Background: an optimization exercise with open tools, aiming at small area, a short achievable clock period and few clock cycles per item. Do not read the settings as production practice.
For this run, only the layout was checked, not whether the RTL still works.
Power figures rest on the tool's default switching activity, not on a simulated workload.

## flow/config.mk

```make
export PLATFORM = sky130hd
export DESIGN_NAME = framed_target_stepper_sequencer
export DESIGN_NICKNAME = framed_target_stepper_sequencer
export VERILOG_FILES = /design/flow/design.v
export SDC_FILE = /design/flow/constraint.sdc
export NUM_CORES = 4
export LEC_CHECK = 0
export CAP_MARGIN = 20
export CORE_MARGIN = 2
export CORE_UTILIZATION = 40
export SLEW_MARGIN = 20
```

## flow/constraint.sdc

```tcl
create_clock -name core_clock -period 11.0 [get_ports {aclk}]
set_input_delay 2.2000 -clock core_clock [delete_from_list [all_inputs] [get_ports {aclk}]]
set_output_delay 2.2000 -clock core_clock [all_outputs]
set_load 0.01 [all_outputs]
```

## flow/design.v

```verilog
package ftss_pkg;
    localparam logic [2:0] PH_IDLE   = 3'd0;
    localparam logic [2:0] PH_Y_OUT  = 3'd1;
    localparam logic [2:0] PH_X_OUT  = 3'd2;
    localparam logic [2:0] PH_PAUSE1 = 3'd3;
    localparam logic [2:0] PH_Y_BACK = 3'd4;
    localparam logic [2:0] PH_X_BACK = 3'd5;
    localparam logic [2:0] PH_PAUSE2 = 3'd6;
    localparam logic [7:0] FRAME_HEADER  = 8'hA5;
    localparam logic [7:0] FRAME_TRAILER = 8'h5B;
    localparam logic [7:0]  RST_ORIGIN_X      = 8'd15;
    localparam logic [7:0]  RST_ORIGIN_Y      = 8'd60;
    localparam logic [21:0] RST_SCALE_X       = 22'd860052;
    localparam logic [21:0] RST_SCALE_Y       = 22'd1147739;
    localparam logic [11:0] RST_STEP_LIMIT    = 12'd2000;
    localparam logic [15:0] RST_HALF_PERIOD_X = 16'd1000;
    localparam logic [15:0] RST_HALF_PERIOD_Y = 16'd650;
    localparam logic [17:0] RST_PAUSE_TICKS   = 18'd200000;
endpackage
module framed_target_stepper_sequencer #(
    parameter int STEP_WIDTH = 12
) (
    input  logic        aclk,
    input  logic        aresetn,
    input  logic        s_tvalid,
    output logic        s_tready,
    input  logic [7:0]  s_tdata,
    input  logic        s_tuser,
    output logic        m_tvalid,
    input  logic        m_tready,
    output logic [7:0]  m_tdata,
    input  logic        cfg_valid,
    output logic        cfg_ready,
    input  logic [2:0]  cfg_index,
    input  logic [21:0] cfg_wdata
);
    logic rst_q;
    always_ff @(posedge aclk) rst_q <= !aresetn;
    logic [7:0]  ox, oy;
    logic [21:0] sx, sy;
    logic [11:0] lim;
    logic [15:0] hx, hy;
    logic [17:0] pt;
    logic        cfg_rdy;
    logic [2:0]  cfg_idx_q;
    assign cfg_ready = cfg_rdy;
    always_ff @(posedge aclk) begin
        cfg_rdy   <= aresetn && cfg_valid && !cfg_rdy;
        cfg_idx_q <= cfg_index;
    end
    always_ff @(posedge aclk) begin
        if (rst_q) begin
            ox  <= ftss_pkg::RST_ORIGIN_X;
            oy  <= ftss_pkg::RST_ORIGIN_Y;
            sx  <= ftss_pkg::RST_SCALE_X;
            sy  <= ftss_pkg::RST_SCALE_Y;
            lim <= ftss_pkg::RST_STEP_LIMIT;
            hx  <= ftss_pkg::RST_HALF_PERIOD_X;
            hy  <= ftss_pkg::RST_HALF_PERIOD_Y;
            pt  <= ftss_pkg::RST_PAUSE_TICKS;
        end else if (cfg_rdy) begin
            case (cfg_idx_q)
                3'd0: ox  <= cfg_wdata[7:0];
                3'd1: oy  <= cfg_wdata[7:0];
                3'd2: sx  <= cfg_wdata[21:0];
                3'd3: sy  <= cfg_wdata[21:0];
                3'd4: lim <= cfg_wdata[11:0];
                3'd5: hx  <= cfg_wdata[15:0];
                3'd6: hy  <= cfg_wdata[15:0];
                default: pt <= cfg_wdata[17:0];
            endcase
        end
    end
    logic       rdy, in_v, in_u;
    logic [7:0] in_d;
    logic       in_fire, consume;
    assign s_tready = rdy;
    assign in_fire  = s_tvalid && rdy;
    always_ff @(posedge aclk) begin
        if (in_fire) begin
            in_u <= s_tuser;
            in_d <= s_tdata;
        end
    end
    logic [1:0]  cnt;           
    logic        hdr;           
    logic [7:0]  tx, ty;        
    logic [2:0]  ph;
    logic [11:0] ny, nx;        
    logic [11:0] sl;            
    logic [17:0] c1;            
    logic        pulse;
    logic [1:0]  dir;           
    logic        mul_busy;
    logic [3:0]  mcnt;
    logic [21:0] accx, accy;
    logic        seenx, seeny;
    function automatic logic [2:0] next_phase(logic [2:0] p);
        case (p)
            ftss_pkg::PH_Y_OUT:  next_phase = ftss_pkg::PH_X_OUT;
            ftss_pkg::PH_X_OUT:  next_phase = ftss_pkg::PH_PAUSE1;
            ftss_pkg::PH_PAUSE1: next_phase = ftss_pkg::PH_Y_BACK;
            ftss_pkg::PH_Y_BACK: next_phase = ftss_pkg::PH_X_BACK;
            ftss_pkg::PH_X_BACK: next_phase = ftss_pkg::PH_PAUSE2;
            default:             next_phase = ftss_pkg::PH_IDLE;
        endcase
    endfunction
    function automatic logic [4:0] enter(logic [2:0] p_in, logic y_nz, logic x_nz,
                                         logic p_nz, logic [1:0] dir_in);
        logic [2:0] p, r;
        logic [1:0] d;
        logic       done;
        p    = p_in;
        d    = dir_in;
        r    = ftss_pkg::PH_IDLE;
        done = 1'b0;
        for (int i = 0; i < 7; i++) begin
            if (!done) begin
                if (p == ftss_pkg::PH_Y_BACK) d[1] = ~d[1];
                if (p == ftss_pkg::PH_X_BACK) d[0] = ~d[0];
                case (p)
                    ftss_pkg::PH_Y_OUT, ftss_pkg::PH_Y_BACK:
                        if (y_nz) begin r = p; done = 1'b1; end
                    ftss_pkg::PH_X_OUT, ftss_pkg::PH_X_BACK:
                        if (x_nz) begin r = p; done = 1'b1; end
                    ftss_pkg::PH_PAUSE1, ftss_pkg::PH_PAUSE2:
                        if (p_nz) begin r = p; done = 1'b1; end
                    default: done = 1'b1;
                endcase
                p = next_phase(p);
            end
        end
        enter = {r, d};
    endfunction
    logic        is_idle, is_y, is_p;
    logic [17:0] thr;
    logic        hit;
    logic [4:0]  ent;
    logic [2:0]  e_ph;
    logic        e_y, e_step;
    assign is_idle = (ph == ftss_pkg::PH_IDLE);
    assign is_y    = (ph == ftss_pkg::PH_Y_OUT) || (ph == ftss_pkg::PH_Y_BACK);
    assign is_p    = (ph == ftss_pkg::PH_PAUSE1) || (ph == ftss_pkg::PH_PAUSE2);
    assign thr     = is_p ? pt : {2'b00, is_y ? hy : hx};
    assign hit     = (c1 >= thr);
    assign ent     = enter(mul_busy ? ftss_pkg::PH_Y_OUT : next_phase(ph), |ny, |nx, |pt, dir);
    assign e_ph    = ent[4:2];
    assign e_y     = (e_ph == ftss_pkg::PH_Y_OUT) || (e_ph == ftss_pkg::PH_Y_BACK);
    assign e_step  = e_y || (e_ph == ftss_pkg::PH_X_OUT) || (e_ph == ftss_pkg::PH_X_BACK);
    logic [8:0] dx9, dy9;
    assign dx9 = {1'b0, tx} - {1'b0, ox};
    assign dy9 = {1'b0, ty} - {1'b0, oy};
    logic       bitx, bity;
    logic [22:0] sumx, sumy;
    assign bitx = tx[0] ^ (dir[0] & seenx);
    assign bity = ty[0] ^ (!dir[1] & seeny);
    assign sumx = {1'b0, accx} + (bitx ? {1'b0, sx} : 23'd0);
    assign sumy = {1'b0, accy} + (bity ? {1'b0, sy} : 23'd0);
    logic [13:0] px, py;
    assign px = accx[21:8];
    assign py = accy[21:8];
    logic       out_v, skid_v;
    logic [5:0] out_r, skid_r;
    logic       out_fire;
    assign out_fire = out_v && m_tready;
    assign m_tvalid = out_v;
    assign m_tdata  = {2'b00, out_r};
    logic        proc, push, fe, start_mul, do_enter;
    logic [1:0]  cnt_n;
    logic        hdr_n;
    logic [7:0]  tx_n, ty_n;
    logic [2:0]  ph_n;
    logic [11:0] ny_n, nx_n, sl_n;
    logic [17:0] c1_n;
    logic        pulse_n;
    logic [1:0]  dir_n;
    logic        mul_busy_n;
    logic [3:0]  mcnt_n;
    logic [21:0] accx_n, accy_n;
    logic        seenx_n, seeny_n;
    logic [5:0]  res;
    assign proc = in_v && !skid_v && !mul_busy;
    always_comb begin
        cnt_n      = cnt;
        hdr_n      = hdr;
        tx_n       = tx;
        ty_n       = ty;
        ph_n       = ph;
        ny_n       = ny;
        nx_n       = nx;
        sl_n       = sl;
        c1_n       = c1;
        pulse_n    = pulse;
        dir_n      = dir;
        mul_busy_n = mul_busy;
        mcnt_n     = mcnt;
        accx_n     = accx;
        accy_n     = accy;
        seenx_n    = seenx;
        seeny_n    = seeny;
        push       = 1'b0;
        fe         = 1'b0;
        start_mul  = 1'b0;
        do_enter   = 1'b0;
        consume    = 1'b0;
        if (mul_busy) begin
            if (!mcnt[3]) begin
                accx_n  = sumx[22:1];
                accy_n  = sumy[22:1];
                seenx_n = seenx | tx[0];
                seeny_n = seeny | ty[0];
                tx_n    = {1'b0, tx[7:1]};
                ty_n    = {1'b0, ty[7:1]};
                mcnt_n  = mcnt + 4'd1;
            end else if (!mcnt[0]) begin
                nx_n   = (px > {2'b00, lim}) ? lim : px[11:0];
                ny_n   = (py > {2'b00, lim}) ? lim : py[11:0];
                mcnt_n = mcnt + 4'd1;
            end else if (!skid_v) begin
                do_enter   = 1'b1;
                c1_n       = 18'd1;
                push       = 1'b1;
                mul_busy_n = 1'b0;
            end
        end else if (proc) begin
            consume = 1'b1;
            if (in_u) begin
                push = 1'b1;
                if (!is_idle) begin
                    if (!hit) begin
                        c1_n = c1 + 18'd1;
                    end else begin
                        c1_n = 18'd1;
                        if (is_p) begin
                            do_enter = 1'b1;
                        end else if (pulse) begin
                            pulse_n = 1'b0;
                            sl_n    = sl - 12'd1;
                            if (sl == 12'd1) do_enter = 1'b1;
                        end else begin
                            pulse_n = 1'b1;
                        end
                    end
                end
            end else if (!is_idle) begin
                push  = 1'b1;
                cnt_n = 2'd0;
            end else if (cnt != 2'd3) begin
                push  = 1'b1;
                cnt_n = cnt + 2'd1;
                if (cnt == 2'd0) hdr_n = (in_d == ftss_pkg::FRAME_HEADER);
                if (cnt == 2'd1) tx_n  = in_d;
                if (cnt == 2'd2) ty_n  = in_d;
            end else begin
                cnt_n = 2'd0;
                if (hdr && in_d == ftss_pkg::FRAME_TRAILER) begin
                    start_mul  = 1'b1;
                    mul_busy_n = 1'b1;
                    mcnt_n     = 4'd0;
                    dir_n      = {!dy9[8], dx9[8]};
                    tx_n       = dx9[7:0];
                    ty_n       = dy9[7:0];
                    accx_n     = '0;
                    accy_n     = '0;
                    seenx_n    = 1'b0;
                    seeny_n    = 1'b0;
                end else begin
                    push = 1'b1;
                    fe   = 1'b1;
                end
            end
        end
        if (do_enter) begin
            ph_n    = e_ph;
            dir_n   = ent[1:0];
            pulse_n = e_step;
            sl_n    = e_y ? ny : nx;
        end
        res[0] = pulse_n && (ph_n == ftss_pkg::PH_X_OUT || ph_n == ftss_pkg::PH_X_BACK);
        res[1] = dir_n[0];
        res[2] = pulse_n && (ph_n == ftss_pkg::PH_Y_OUT || ph_n == ftss_pkg::PH_Y_BACK);
        res[3] = dir_n[1];
        res[4] = (ph_n != ftss_pkg::PH_IDLE);
        res[5] = fe;
    end
    always_ff @(posedge aclk) begin
        tx    <= tx_n;
        ty    <= ty_n;
        ny    <= ny_n;
        nx    <= nx_n;
        sl    <= sl_n;
        c1    <= c1_n;
        pulse <= pulse_n;
        hdr   <= hdr_n;
        mcnt  <= mcnt_n;
        accx  <= accx_n;
        accy  <= accy_n;
        seenx <= seenx_n;
        seeny <= seeny_n;
        if (rst_q) begin
            cnt      <= 2'd0;
            ph       <= ftss_pkg::PH_IDLE;
            dir      <= 2'b00;
            mul_busy <= 1'b0;
        end else begin
            cnt      <= cnt_n;
            ph       <= ph_n;
            dir      <= dir_n;
            mul_busy <= mul_busy_n;
        end
    end
    logic in_v_n, skid_v_n, out_v_n;
    assign in_v_n = !rst_q && (in_fire || (in_v && !consume));
    always_ff @(posedge aclk) begin
        in_v <= in_v_n;
        rdy  <= aresetn && (!in_v_n || (!skid_v_n && !mul_busy_n) || rst_q);
    end
    always_comb begin
        out_v_n  = out_v;
        skid_v_n = skid_v;
        if (skid_v) begin
            if (out_fire) begin
                out_v_n  = 1'b1;
                skid_v_n = 1'b0;
            end
        end else if (!out_v || out_fire) begin
            out_v_n = push;
        end else if (push) begin
            skid_v_n = 1'b1;
        end
        if (!aresetn || rst_q) begin
            out_v_n  = 1'b0;
            skid_v_n = 1'b0;
        end
    end
    always_ff @(posedge aclk) begin
        out_v  <= out_v_n;
        skid_v <= skid_v_n;
        if (skid_v) begin
            if (out_fire) out_r <= skid_r;
        end else if (!out_v || out_fire) begin
            if (push) out_r <= res;
        end else if (push) begin
            skid_r <= res;
        end
    end
endmodule
```

## flow/run.sh

```bash
#!/bin/bash
# synth_recipe.tcl (not shown) runs the flow's synth.tcl, then flattens the netlist and writes it again
# the make line also repeats each setting of config.mk as NAME=value (left out here)
make -C /OpenROAD-flow-scripts/flow DESIGN_CONFIG=/design/flow/config.mk WORK_HOME=/design/flow/orfs CLKGATE_MAP_FILE= SYNTH_SCRIPT=/design/flow/synth_recipe.tcl finish
```

==> implementation parameters <==
Parameter                              Value

Run status
  Status    complete, no violations

Clock tree
  Insertion delay to the later sink of the worst-skew pair    0.56 ns
  TritonCTS clock tree    yes
  Clock-pin slew reported for the worst setup and hold paths after clock tree synthesis    0.06 ns
  Maximum clock path buffer count    3
  Total CTS buffers    34
  Total of cells resized after clock tree synthesis    0
  Clock root buffer master    sky130_fd_sc_hd__clkbuf_16
  Number of sinks handled by clock tree synthesis    282
  CTS H-tree lvls    2
  Post-CTS setup buffer count    0
  Number of buffers inserted by hold repair at cts    0

Job
  Max-capacitance violation count    0

STA
  Crit share post-route    82.8%
  Maximum operating frequency    110 MHz
  Minimum clock period    9.11 ns
  Setup repair after global routing missed its margin    no
  Setup Viol. Count Final    0
  Worst slew pin tran    1.11 ns
  Final Hold Fails    0
  Max-Slew Margin vs Limit    25.9%
  Worst setup skew after layout    0.0272 ns
  Total Neg Setup Slack    0 ns
  Max-slew violation total from the final report    0

Worst setup path
  Crit Path Class    reg2reg
  Critical-path cell with the highest stage delay    sky130_fd_sc_hd__a211oi_4
  Largest incremental delay on the critical path    0.73 ns
  Maximum fanout along the worst path    36
  Worst Setup Start Kind    register
  Crit path arrival time    9.38 ns
  Type of element capturing the critical path    register
  Top cell by count, worst path    sky130_fd_sc_hd__ha_1
  Critical path data required time    11.27 ns

Global route
  First-pass GRT wire length    75.2 mm
  Maximum number of pins on one net before global-route repair    95
  Vias in the first global route    13,900
  Aggregate global-route resource usage    21.5%
  Total congestion overflow after global routing    0
  Initial antenna violation count    0

Power and ir drop
  Power density cells    121 nW/um^2
  Static leakage power    7.23 nW
  Peak supply drop    110 uV

Layout
  Count of placed standard cells in the final layout, fillers left out    2,597
  Layout area overhead    12.1%
  Fin nets    2,143
  Area of combinational cells with multiple inputs    9470 um^2
  Fillers    4,155
  Area used by sequential logic in the layout    7070 um^2
  Fraction of layout cells with a size suffix above 1    7.06%
  Number of antenna diodes    0
  Final standard cell utilization of the core    45.1%

Detailed routing
  First-pass iteration count of the detailed router    5
  Initial detailed-routing violation count    1,128
  Detailed-route wire length per cell    18.2 um
  Number of remaining DRC errors    0
  Ratio of routed vias to standard cells    5.50
  Via count    14,300
  Final wirelength    47.4 mm
  Post-route antenna net violation count    0

Logic synthesis
  Dominant synthesized flop cell    sky130_fd_sc_hd__edfxtp_1
  Share of the synthesized area in the top cell type    24.7%
  Yosys top cell by area    sky130_fd_sc_hd__edfxtp_1
  Number of synthesized flops with an enable pin    142
  Cell types with the largest area share after synthesis    sky130_fd_sc_hd__edfxtp_1, sky130_fd_sc_hd__dfxtp_1, sky130_fd_sc_hd__ha_1
  Sequential area share after synthesis    40.9%
  Cell with the most instances after synthesis    sky130_fd_sc_hd__nand2_1
  Count of unique library cells instantiated by Yosys    89
  Cell Area, Synth    17,300 um^2
  Per-instance average area after synthesis    8.72 um^2
  Warning count from the yosys run    1
  Total of flip-flops plus latches after synthesis    282
  Commonest cells in the synthesized netlist    sky130_fd_sc_hd__nand2_1, sky130_fd_sc_hd__a21oi_1, sky130_fd_sc_hd__edfxtp_1
  Asr flop ratio synth    0%
  Cells after synthesis    1,981

Floorplan
  Chip Height    212 um
  Initial core utilization    40.3%
  Area of the core    42,900 um^2
  Cell row count    76
  Die extent in x    212 um
  Die area    44,900 um^2
  IO Count    50

Placed design
  Count of buffers from port buffering    47
  Placed Instances    2,535
  HPWL reported at the end of detailed placement    33.8 mm
  Global placement routability congestion    0.869

Worst hold path
  Type of the worst min-delay path    reg2reg
per-stage QoR:
stage          hold slack [ns]  instance area [um^2]  power (mW)  setup WS (ns)
6_report                 0.449                 19400        2.35           1.89
2_1_floorplan            0.429                 17300        1.19           2.93
5_1_grt                  0.466                 19400        2.42           1.36
3_3_place_gp             0.440                 18200        1.23           2.23
3_5_place_dp             0.443                 18200        1.23           2.11
4_1_cts                  0.451                 19300        2.37           2.02
final timing paths:
kind	from	to	slack (ns)	cells after the start
setup / recovery	mul_busy	sl[5]	1.89	34
hold / removal	sx[5]	sx[5]	0.45	2
setup reg to reg	mul_busy	sl[5]	1.89	34
hold reg to reg	sx[5]	sx[5]	0.45	2
final cells by class:
class | instances | area share (%)
Sequential cell | 282 | 36.5
Multi-Input combinational cell | 1510 | 48.9
Timing Repair Buffer | 66 | 3.17
Clock inverter | 23 | 1.09
Inverter | 92 | 1.78
Clock buffer | 39 | 4.70
Tap cell | 585 | 3.78
power breakdown:
| part | total [mW] | switching (mW) | leakage (nW) | internal [mW] |
|---|---|---|---|---|
| logic | 0.0954 | 0.0555 | 4.34 | 0.0399 |
| clock network | 1.14 | 0.469 | 0.559 | 0.669 |
| registers | 1.12 | 0.0113 | 2.33 | 1.11 |
metal layers:
metal	share of wire, %	up-vias	track usage, %	wire length (um)
li1	-	7034	-	-
met1	47	6778	29.0	22100
met2	45	388	34.8	21400
met3	5.2	82	3.32	2460
met4	3.1	0	7.63	1480
met5	0	-	0	0
layout by cell type (no fill, tap or decap), types with 22 or more instances in the layout:
master                            synthesis  layout
sky130_fd_sc_hd__a21o_1                  36      36
sky130_fd_sc_hd__a21oi_1                187     187
sky130_fd_sc_hd__clkbuf_16                0      34
sky130_fd_sc_hd__clkdlybuf4s50_1          0      47
sky130_fd_sc_hd__dfxtp_1                140     138
sky130_fd_sc_hd__edfxtp_1               142     142
sky130_fd_sc_hd__ha_1                   114     114
sky130_fd_sc_hd__inv_1                   87      87
sky130_fd_sc_hd__mux2_2                  23      23
sky130_fd_sc_hd__mux2i_1                 22      22
sky130_fd_sc_hd__nand2_1                343     343
sky130_fd_sc_hd__nand2b_1                25      25
sky130_fd_sc_hd__nand3_1                 41      41
sky130_fd_sc_hd__nand3b_1                41      41
sky130_fd_sc_hd__nor2_1                 135     133
sky130_fd_sc_hd__nor2b_1                 69      69
sky130_fd_sc_hd__nor3_1                  59      57
sky130_fd_sc_hd__nor4_1                  24      24
sky130_fd_sc_hd__o21ai_0                 78      78
sky130_fd_sc_hd__xnor2_1                 38      37
sky130_fd_sc_hd__xor2_1                  33      33
sequential cells by signal, summed over array words and instances (netlist names), 2 cells and up:
register,cells
accx,22
accy,22
c1,18
cfg_idx_q,3
cnt,2
dir,2
hx,16
hy,16
in_d,8
lim,12
mcnt,4
nx,12
ny,12
out_r,6
ox,8
oy,8
ph,3
pt,18
skid_r,6
sl,12
sx,22
sy,22
tx,8
ty,8
critical path: cells and delay by family (launching register included):
kind	cells	cell delay (ns)
compound gates	12	2.81
fa+ha+maj	6	2.03
simple gates	6	1.60
buf+inv	9	1.36
flops	1	0.70
mux	1	0.31
cells by family after synthesis:
| family | Yosys count | synth area share [%] |
|---|---|---|
| AND/OR/NAND/NOR | 823 | 22.8 |
| AO/OA/AOI/OAI | 449 | 16.4 |
| flip-flops | 282 | 40.9 |
| buffers and inverters | 190 | 4.55 |
| adder cells (fa/ha/maj) | 119 | 8.78 |
| XOR/XNOR | 72 | 3.69 |
| multiplexers | 45 | 2.77 |
| other | 1 | 0.0217 |

## separate check: timing with driven ports
In the flow no input, the clock included, has a driving cell. The finished layout below was timed again as built, in two steps. Step 1: set_driving_cell puts a clkbuf_16 on aclk and a buf_2 on each other input, an assumption about the parent block. Step 2 times the ports against the registers' clock, not the clock port: input delays grow and output delays shrink by t, the midpoint of the rising clock arrivals with the driver on. Three values: ideal ports, drivers, drivers and shift; two values: the first two.
shift t [ns]: 0.598
setup WS [ns]: 1.889 / 1.889 / 1.889
worst hold slack (ns): 0.449 / 0.449 / 0.449
pins driven straight from the clock port: 1
After both steps this run still meets setup and hold. For this run, drivers alone change the setup slack by 0.000 ns; drivers and shift together by 0.000 ns.
